This is an optimization exercise on Yosys and OpenROAD, whose aim is small area, not a production implementation.
Only simulation tests tie the RTL to the original design; equivalence was not proved.
Power and IR drop assume default switching activity.

// conv5x5_top
module conv5x5_top (
  input  wire logic             clk,
  input  wire logic             rst,
  input  wire conv_pkg::pixel_t row0,      
  input  wire conv_pkg::pixel_t row1,
  input  wire conv_pkg::pixel_t row2,
  input  wire conv_pkg::pixel_t row3,
  input  wire conv_pkg::pixel_t row4,      
  output conv_pkg::pixel_t      pix_out    
);
  conv_pkg::pixel_t pix_new, pix_del;
  logic rst_q;    
  logic valid;
  always_ff @(posedge clk) begin
    rst_q <= rst;
  end
  mac_cascade u_cascade (
    .clk (clk), .rst_chain (rst_q),
    .row0 (row0), .row1 (row1), .row2 (row2), .row3 (row3), .row4 (row4),
    .pix_new (pix_new)
  );
  row_skew_line #(
    .depth (conv_pkg::out_delay - 2)
  ) u_delay (
    .clk     (clk),
    .pix_in  (pix_new),
    .pix_out (pix_del)
  );
  mac_tap u_blank (
    .clk   (clk),
    .rst   (rst),
    .valid (valid)
  );
  assign pix_out = valid ? pix_del : '0;
endmodule
For scale: roughly 570 cells after synthesis, about 50 I/O pins, ~9300 µm² of cells after synthesis.
clock: 4.0 ns
lec_check: 0
cap_margin: 20
core_margin: 2
core_utilization: 40
slew_margin: 20
synth_hierarchical: 1
run.sh (not shown) runs the stock make flow with config.mk's settings and CLKGATE_MAP_FILE= SYNTH_SCRIPT=/design/flow/synth_recipe.tcl, a recipe that flattens the netlist after the stock synthesis.
Edit:
==> flow/flow/run.sh (new file) <==
#!/bin/bash
# standard layout; ports buffered with the smallest buffer, clock tree without dummy loads
export BUFFER_PORTS_ARGS="-buffer_cell sky130_fd_sc_hd__buf_1"
export CTS_ARGS="-sink_clustering_enable -repair_clock_nets -dont_use_dummy_load -sink_clustering_size 28 -sink_clustering_max_diameter 100"
bash standard.sh > standard.log 2>&1
==> flow/standard.sh (new file) <==
#!/bin/bash
# synth_recipe.tcl (not shown) runs the flow's synth.tcl, then flattens the netlist and writes it again
# the make line also repeats each setting of config.mk as NAME=value (left out here)
make -C /OpenROAD-flow-scripts/flow DESIGN_CONFIG=/design/flow/config.mk WORK_HOME=/design/flow/orfs CLKGATE_MAP_FILE= SYNTH_SCRIPT=/design/flow/synth_recipe.tcl "${@:-finish}"
- CORE_UTILIZATION: 40 -> 65
removed: flow/run.sh
=> Setup slack got worse by 8.1 ps. Area after synthesis stays the same. Routed wire length is lower by 6.5%. Critical path depth is unchanged. Die area goes down by 38%. First-iteration DRC count is higher by 9.5%. Clock-buffer cell count came out lower by 23. Maximum frequency hardly moves. Design area decreases by 9.2%. Sequential power is about the same.
Edit:
- CORE_UTILIZATION: 65 -> 40
Clock-buffer cell count stays the same.
Setup slack improved by 82 ps.
Non-clock buffer count falls by 1.
Final area grows by 1.3%.
Hold slack hardly moves.
Via count came out lower by 0.99%.
Synthesized area stays the same.
Final cell count is higher by 13%.
Sequential share of layout area falls by 0.67 points.
Critical path depth does not change.
Synthesized cell count is unchanged.
Edit:
==> flow/run.sh (new file) <==
#!/bin/bash
# synth_recipe.tcl (not shown) runs the flow's synth.tcl, then flattens the netlist and writes it again
# the make line also repeats each setting of config.mk as NAME=value (left out here)
make -C /OpenROAD-flow-scripts/flow DESIGN_CONFIG=/design/flow/config.mk WORK_HOME=/design/flow/orfs CLKGATE_MAP_FILE= SYNTH_SCRIPT=/design/flow/synth_recipe.tcl finish
- CTS_BUF_LIST: unset -> sky130_fd_sc_hd__clkbuf_4
removed: flow/flow/run.sh
removed: flow/standard.sh
Area after synthesis does not change.
Register-to-register slack loses 80 ps.
Routed wire length goes up by a little under a tenth.
Clock skew goes down by 29 ps.
Die area stays the same.
Total power goes up by roughly a tenth.
Global-route usage goes up by 1.1 points.
Worst setup slack loses 76 ps.
Final area goes up by a little under a tenth.
Non-clock buffer count goes up by 2.

* * *

conv5x5_top again, from the RTL that the note above started with.
## conv5x5_top
module conv5x5_top (
  input  wire logic             clk,
  input  wire logic             rst,
  input  wire conv_pkg::pixel_t row0,      
  input  wire conv_pkg::pixel_t row1,
  input  wire conv_pkg::pixel_t row2,
  input  wire conv_pkg::pixel_t row3,
  input  wire conv_pkg::pixel_t row4,      
  output conv_pkg::pixel_t      pix_out    
);
Settings: LEC_CHECK=0, CAP_MARGIN=20, CORE_MARGIN=2, CORE_UTILIZATION=40, SLEW_MARGIN=20, SYNTH_HIERARCHICAL=1; clock period 4.0 ns.
standard.sh (not shown) runs the stock make flow with config.mk's settings and CLKGATE_MAP_FILE= SYNTH_SCRIPT=/design/flow/synth_recipe.tcl, a recipe that flattens the netlist after the stock synthesis.
==> flow/flow/run.sh <==
#!/bin/bash
# standard layout, logged
bash standard.sh > standard.log 2>&1
The baseline produced a clean layout.
Rerun with:
==> flow/flow/run.sh (replaced) <==
#!/bin/bash
# standard layout; ports buffered with the smallest buffer, clock tree without dummy loads
export BUFFER_PORTS_ARGS="-buffer_cell sky130_fd_sc_hd__buf_1"
export CTS_ARGS="-sink_clustering_enable -repair_clock_nets -dont_use_dummy_load -sink_clustering_size 20 -sink_clustering_max_diameter 100"
bash standard.sh > standard.log 2>&1
Global-route usage fell by 0.50 points.
Worst hold slack loses 0.044 ns.
Final area fell by 7.1%.
Worst setup slack gains 0.058 ns.
Count of clock-buffer cells in the layout fell by 19.
Total power fell by 9.5%.
Combinational power fell by about 1%.
Routed wire length fell by 4.7%.

-- port drivers added, routing unchanged --
Ports are ideal in the flow. The routed layouts listed here were re-timed in OpenROAD. Step 1 sets driving cells, clkbuf_16 on the clock port and buf_2 on the other inputs (assumed; they add their load-dependent delay and slew). Step 2 moves the port delays by t, midway between the first and last clock arrival at a register: inputs arrive t later, outputs are due t later. That takes back most of the time a late clock gives input paths. a / b / c = ideal / step 1 / step 2; a / b = the first two.
run	t, ns	setup slack, ns	worst setup path after step 2
the first run of note 1	0.569	0.192 / 0.192 / 0.192	register to register
the second run of note 1	0.476	0.184 / 0.184 / 0.184	register to register
the third run of note 1	0.482	0.266 / 0.266 / 0.266	register to register
the fourth run of note 1	0.665	0.190 / 0.190 / 0.190	register to register
the first run of note 2	0.569	0.192 / 0.192 / 0.192	register to register
the second run of note 2	0.508	0.250 / 0.250 / 0.250	register to register
After both steps setup and hold are still met in every run listed.
